Context: an optimization exercise on an open-source flow, tuned for small area, a short achievable clock period and few clock cycles per item. The choices shown serve that exercise and are no tape-out recipe.
Where RTL was checked, it was by simulation tests only, not by an equivalence proof against the original.
No activity file was given, so power comes from the tool's default toggle rates.

Setup of exp/cedar:
## bch_decoder
module bch_decoder (
	input                      clk,
	input                      rstn,
	input                      i_set,
	input  [1:0]               i_code,
	input  [8-1:0]   i_data,
	output                     o_ready,
	output                     o_finish,
	output [8-1:0]    o_odata
);
Size: roughly 740 cells after synthesis, ~23 I/O pins.
export LEC_CHECK = 0
export CAP_MARGIN = 20
export CORE_MARGIN = 2
export CORE_UTILIZATION = 40
export SLEW_MARGIN = 20
create_clock -name core_clock -period 10.0 [get_ports {clk}]
standard.sh (not shown) runs the stock make flow with config.mk's settings and CLKGATE_MAP_FILE= SYNTH_SCRIPT=/design/flow/synth_recipe.tcl, a recipe that flattens the netlist after the stock synthesis.
==> flow/flow/run.sh <==
#!/bin/bash
# Standard layout, with timing repair aiming for 7.25 ns of setup slack at the
# 10 ns clock, so the paths are optimised for a shorter achieved period.
set -euo pipefail
bash standard.sh SETUP_SLACK_MARGIN=7.25 finish > make_finish.log 2>&1
Testbench counts of exp/cedar, summed over its fixed seeds: cycles 14,575, frames 512.
Inputs modified between exp/cedar and exp/willow:
- putting CTS_CLUSTER_DIAMETER at 200 where nothing was set
- putting CTS_BUF_LIST at sky130_fd_sc_hd__clkbuf_2 sky130_fd_sc_hd__clkbuf_4 sky130_fd_sc_hd__clkbuf_8 where nothing was set
- putting CTS_CLUSTER_SIZE at 60 where nothing was set
==> flow/flow/run.sh <==
#!/bin/bash
# Standard layout, with timing repair aiming for 7 ns of setup slack at the
# 10 ns clock, so the paths are optimised for a shorter achieved period.
set -euo pipefail
bash standard.sh SETUP_SLACK_MARGIN=7 finish > make_finish.log 2>&1
Results
- Compared exp/willow against exp/cedar; share of the cycle needed by the critical path after routing within noise.
- Re net switching share of the total power: exp/willow is 2.4 points up on exp/cedar.
- Looking at maximum frequency across both flows, exp/willow is the weaker of the two, with exp/cedar ahead.
- Clock share of power was higher in exp/cedar than in exp/willow.
- exp/willow against exp/cedar: arrival time of the worst setup path moved up, global-route wire length before repair moved down, number of buffer and inverter stages on the critical path level.
Edits applied to the flow inputs when going from exp/willow to exp/sierra:
- CTS_CLUSTER_DIAMETER no longer set, was 200
- CTS_CLUSTER_SIZE no longer set, was 60
- CORE_UTILIZATION now 55, was 40
==> results.txt <==
exp/sierra vs exp/willow: final period demand of the worst path up in exp/sierra
| post-route clock skew | higher: exp/willow |
Between exp/sierra and exp/willow, portion of total power attributed to the clock network is higher for exp/sierra, exp/willow comes in under that.
Going from exp/willow to exp/sierra, the hold slack was found to have gone down by 0.0062 ns.
First-iteration DRC count ends up lower on exp/willow.
exp/sierra vs exp/willow: sum of routed wire length over all layers down slightly
exp/willow has lower global-route track usage on met3 than exp/sierra.
Between exp/sierra and exp/willow, it is exp/sierra whose final weighted congestion of routability-driven global placement is lower, by 0.33%.
Relative to exp/willow, the tap cell count of exp/sierra is lower by 32%.
In terms of fmax, exp/sierra and exp/willow differ only marginally.

* * *

bch_decoder, a different RTL version from the one above (not shown whole).
Size in the first run: roughly 820 cells after synthesis, ~70 flip-flops, roughly 23 I/O pins, about 0.0068 mm2 of cells after synthesis.
==> flow/design.v (excerpt) <==
module bch_decoder (
	input                      clk,
	input                      rstn,
	input                      i_set,
	input  [1:0]               i_code,
	input  [8-1:0]   i_data,
	output                     o_ready,
	output                     o_finish,
	output [8-1:0]    o_odata
);
==> flow/config.mk <==
export PLATFORM = sky130hd
export DESIGN_NAME = bch_decoder
export DESIGN_NICKNAME = bch_decoder
export VERILOG_FILES = /design/flow/design.v
export SDC_FILE = /design/flow/constraint.sdc
export NUM_CORES = 4
export LEC_CHECK = 0
export CAP_MARGIN = 20
export CORE_MARGIN = 2
export CORE_UTILIZATION = 40
export SLEW_MARGIN = 20
==> flow/constraint.sdc <==
create_clock -name core_clock -period 10.0 [get_ports {clk}]
set_input_delay 2.0000 -clock core_clock [delete_from_list [all_inputs] [get_ports {clk}]]
set_output_delay 2.0000 -clock core_clock [all_outputs]
set_load 0.01 [all_outputs]
==> flow/flow/run.sh <==
#!/bin/bash
# Standard layout, with timing repair aiming for 7 ns of setup slack at the
# 10 ns clock, so the paths are optimised for a shorter achieved period.
set -euo pipefail
bash standard.sh SETUP_SLACK_MARGIN=7 finish > make_finish.log 2>&1
The starting point finished clean.
Edit:
==> flow/flow/run.sh (replaced) <==
#!/bin/bash
# Standard layout, with timing repair aiming for 6.5 ns of setup slack at the
# 10 ns clock, so the paths are optimised for a shorter achieved period.
set -euo pipefail
bash standard.sh SETUP_SLACK_MARGIN=6.5 finish > make_finish.log 2>&1
After rerunning: The changed run produced a clean layout. Power falls by 0.56%. Clock skew rises by 0.0034 ns. First-iteration DRC count rises by 7.4%. Core utilization falls by 4.4 points. Sequential cell count is unchanged. Routed wire length falls by 4.7%. Setup slack got worse by 0.25 ns. Combinational power rises by about 0.7%. Non-clock buffer count falls by 48. Final area falls by 8.2%. Via count falls by 3.2%.
No functional check of the RTL was part of any run of this note.

* * *

Setup of run 1:
bch_decoder with an RTL version that a note above also has.
Size in the first run: ~70 flip-flops, ~23 I/O pins, about 6300 um2 of cells after synthesis.
==> flow/config.mk <==
export PLATFORM = sky130hd
export DESIGN_NAME = bch_decoder
export DESIGN_NICKNAME = bch_decoder
export VERILOG_FILES = /design/flow/design.v
export SDC_FILE = /design/flow/constraint.sdc
export NUM_CORES = 4
export LEC_CHECK = 0
export CAP_MARGIN = 20
export CORE_MARGIN = 2
export CORE_UTILIZATION = 40
export CTS_BUF_LIST = sky130_fd_sc_hd__clkbuf_2 sky130_fd_sc_hd__clkbuf_4 sky130_fd_sc_hd__clkbuf_8
export SLEW_MARGIN = 20
==> flow/constraint.sdc <==
create_clock -name core_clock -period 10.0 [get_ports {clk}]
set_input_delay 2.0000 -clock core_clock [delete_from_list [all_inputs] [get_ports {clk}]]
set_output_delay 2.0000 -clock core_clock [all_outputs]
set_load 0.01 [all_outputs]
==> flow/flow/run.sh <==
#!/bin/bash
# Standard layout, with timing repair aiming for 7.1 ns of setup slack at the
# 10 ns clock, so the paths are optimised for a shorter achieved period.
set -euo pipefail
bash standard.sh SETUP_SLACK_MARGIN=7.1 finish > make_finish.log 2>&1
Every stage of the flow completed for run 1, and the final layout passed the timing, DRC and antenna checks.
Testbench counts of run 1, summed over its fixed seeds: cycles 14,575, frames 512.
Relative to run 1, the following input files were edited for run 2:
==> flow/flow/run.sh <==
#!/bin/bash
# Standard layout, with timing repair aiming for 6.9 ns of setup slack at the
# 10 ns clock, so the paths are optimised for a shorter achieved period.
set -euo pipefail
bash standard.sh SETUP_SLACK_MARGIN=6.9 finish > make_finish.log 2>&1
--- outcome ---
- [run 2] part of the power in the clock network fell 2.0 points relative to run 1
- As far as worst path setup slack after routing is concerned, run 2 and run 1 perform about the same.
- Count of plain and timing-repair buffers in the layout down 24 in run 2 wrt run 1
- Looking at area growth from synthesis to final layout, run 2 sits 6.5 points below run 1.
- For the number of global-route vias before repair, run 2 came in 5.0% lower than run 1 did.
- Re area of combinational cells with multiple inputs: run 2 and run 1 aren't equal, and the higher value belongs to run 1.
- Between run 2 and run 1, the difference in clock period minus worst slack is negligible.
- When run 2 is measured against run 1, its design area turns out 410 um2 lower.
> inputs changed (run 2 -> run 3)
==> flow/flow/run.sh <==
#!/bin/bash
# Standard layout, with timing repair aiming for 7 ns of setup slack at the
# 10 ns clock, so the paths are optimised for a shorter achieved period.
set -euo pipefail
bash standard.sh SETUP_SLACK_MARGIN=7 finish > make_finish.log 2>&1
### Flow results
Run 3 against run 2: clock network fraction of design power has decreased, routed wire length has increased, proportion of cell area occupied by multi-input gates has increased.
Inputs modified between run 3 and run 4:
- a deleted CTS_BUF_LIST that had been sky130_fd_sc_hd__clkbuf_2 sky130_fd_sc_hd__clkbuf_4 sky130_fd_sc_hd__clkbuf_8
==> flow/flow/run.sh <==
#!/bin/bash
# Standard layout, with timing repair aiming for 7.5 ns of setup slack at the
# 10 ns clock, so the paths are optimised for a shorter achieved period.
set -euo pipefail
bash standard.sh SETUP_SLACK_MARGIN=7.5 finish > make_finish.log 2>&1
Notes after the runs:
What run 3 reported for first-pass GRT wire length has to be multiplied by 1.06 to get the figure for run 4. Taking run 3 as the reference, in run 4 layout buffer count excluding clock buffers shows an increase of 54, sequential share of layout area decreased by 3.6 points relative to the old numbers, signed area change from the synthesized netlist to the final layout rose by 19 points, wire length rose by 8.5%, combinational power up about 2%. On shortest clock period the worst path allows after layout, run 4 does better than run 3.

* * *

bch_decoder, a different RTL version from the one above (not shown whole).
Size: roughly 830 cells after synthesis, about 72 flip-flops, roughly 23 I/O pins, ~0.0068 mm^2 of cells after synthesis.
Settings: LEC_CHECK=0, CAP_MARGIN=20, CORE_MARGIN=2, CORE_UTILIZATION=40, SLEW_MARGIN=20; clock period 10.0 ns.
==> flow/flow/run.sh <==
#!/bin/bash
# Standard layout, with timing repair aiming for 6.5 ns of setup slack at the
# 10 ns clock, so the paths are optimised for a shorter achieved period.
set -euo pipefail
bash standard.sh SETUP_SLACK_MARGIN=6.5 finish > make_finish.log 2>&1
The first run produced a clean layout.
==> next run, changes <==
==> flow/flow/run.sh (replaced) <==
#!/bin/bash
# Standard layout, with timing repair aiming for 7 ns of setup slack at the
# 10 ns clock, so the paths are optimised for a shorter achieved period.
set -euo pipefail
bash standard.sh SETUP_SLACK_MARGIN=7 finish > make_finish.log 2>&1
What happened:
- The new run finished with timing, DRC and antenna clean
- final area rises by a little under a tenth
- cell count rises by a few percent
- worst hold slack gets better by 0.0050 ns
- register-to-register slack gets better by 0.13 ns
- die area is unchanged
- wire length rises by roughly a tenth
- worst setup slack gets better by 0.18 ns
- combinational power stays flat
- clock skew falls by 0.0056 ns
- clock-buffer cell count falls by 4
Function was not checked in any run of this note: the RTL went through the layout flow alone.

* * *

Another version of the RTL of bch_decoder (not shown whole).
Size in the first run: ~23 I/O pins.
export LEC_CHECK = 0
export CAP_MARGIN = 20
export CORE_MARGIN = 2
export CORE_UTILIZATION = 65
export SLEW_MARGIN = 20
create_clock -name core_clock -period 10.0 [get_ports {clk}]
==> flow/flow/run.sh <==
#!/bin/bash
# Standard layout, with timing repair aiming for 7 ns of setup slack at the
# 10 ns clock (so the paths are optimised for a shorter achieved period), and
# a small clock tree: the design has about 70 flip-flops.
set -euo pipefail
bash standard.sh SETUP_SLACK_MARGIN=7 \
	"CTS_ARGS=-buf_list sky130_fd_sc_hd__clkbuf_8 -repair_clock_nets -dont_use_dummy_load" \
	finish > make_finish.log 2>&1
Testbench counts at the start, summed over its fixed seeds: cycles 14,902, frames 512.
Edit:
==> flow/flow/run.sh (replaced) <==
#!/bin/bash
# Standard layout, with timing repair aiming for 6.9 ns of setup slack at the
# 10 ns clock (so the paths are optimised for a shorter achieved period), and
# a small clock tree: the design has about 70 flip-flops.
set -euo pipefail
bash standard.sh SETUP_SLACK_MARGIN=6.9 \
	"CTS_ARGS=-buf_list sky130_fd_sc_hd__clkbuf_8 -repair_clock_nets -dont_use_dummy_load" \
	finish > make_finish.log 2>&1
--- a/flow/config.mk
+++ b/flow/config.mk
@@ -9,3 +9,3 @@
 export CORE_MARGIN = 2
-export CORE_UTILIZATION = 65
+export CORE_UTILIZATION = 60
 export SLEW_MARGIN = 20
The new run passed the timing, DRC and antenna checks.
Worst setup slack loses 0.013 ns.
Cell area came out higher by 0.61%.
Critical path depth stays the same.

-- port drivers added, routing unchanged --
No port has a modelled driver above. Below, the same layouts with a new extraction and two added sets of constraints. Step 1 sets driving cells, clkbuf_16 on the clock port and buf_2 on the other inputs (assumed; they add their load-dependent delay and slew). Step 2 times the ports against the registers' clock, not the clock port: input delays grow and output delays shrink by t, the midpoint of the rising clock arrivals with the driver on. a / b / c = ideal / step 1 / step 2; a / b = the first two.
| run | shift t [ns] | slack for setup (ns) | hold slack, ns | worst slew at a driven data input, ns | cell pins on the clock port's net |
|---|---|---|---|---|---|
| exp/cedar | 0.391 | 6.895 / 6.853 / 7.048 | 0.452 / 0.452 / 0.452 | 0.03 | 1 |
| exp/willow | 0.414 | 6.884 / 6.848 / 6.865 | 0.444 / 0.444 / 0.444 | 0.03 | 1 |
| exp/sierra | 0.398 | 6.876 / 6.841 / 6.834 | 0.438 / 0.438 / 0.438 | 0.03 | 1 |
| the first run of note 2 | 0.372 | 6.603 / 6.603 / 6.603 | 0.407 / 0.407 / 0.407 | 0.03 | 1 |
| the second run of note 2 | 0.364 | 6.354 / 6.354 / 6.354 | 0.411 / 0.411 / 0.411 | 0.03 | 1 |
| run 1 | 0.403 | 6.902 / 6.865 / 6.844 | 0.442 / 0.442 / 0.442 | 0.03 | 1 |
| run 2 | 0.402 | 6.904 / 6.868 / 6.846 | 0.433 / 0.433 / 0.433 | 0.03 | 1 |
| run 3 | 0.414 | 6.884 / 6.848 / 6.865 | 0.444 / 0.444 / 0.444 | 0.03 | 1 |
| run 4 | 0.386 | 6.909 / 6.869 / 7.175 | 0.434 / 0.434 / 0.434 | 0.03 | 1 |
| the first run of note 4 | 0.384 | 6.418 / 6.374 / 6.462 | 0.427 / 0.427 / 0.427 | 0.04 | 1 |
| the second run of note 4 | 0.394 | 6.595 / 6.595 / 6.595 | 0.432 / 0.432 / 0.432 | 0.04 | 1 |
| the first run of note 5 | 0.369 | 6.914 / 6.881 / 6.870 | 0.440 / 0.440 / 0.440 | 0.03 | 1 |
| the second run of note 5 | 0.372 | 6.901 / 6.869 / 6.886 | 0.451 / 0.451 / 0.451 | 0.03 | 1 |
After both steps setup and hold are still met in every run listed.
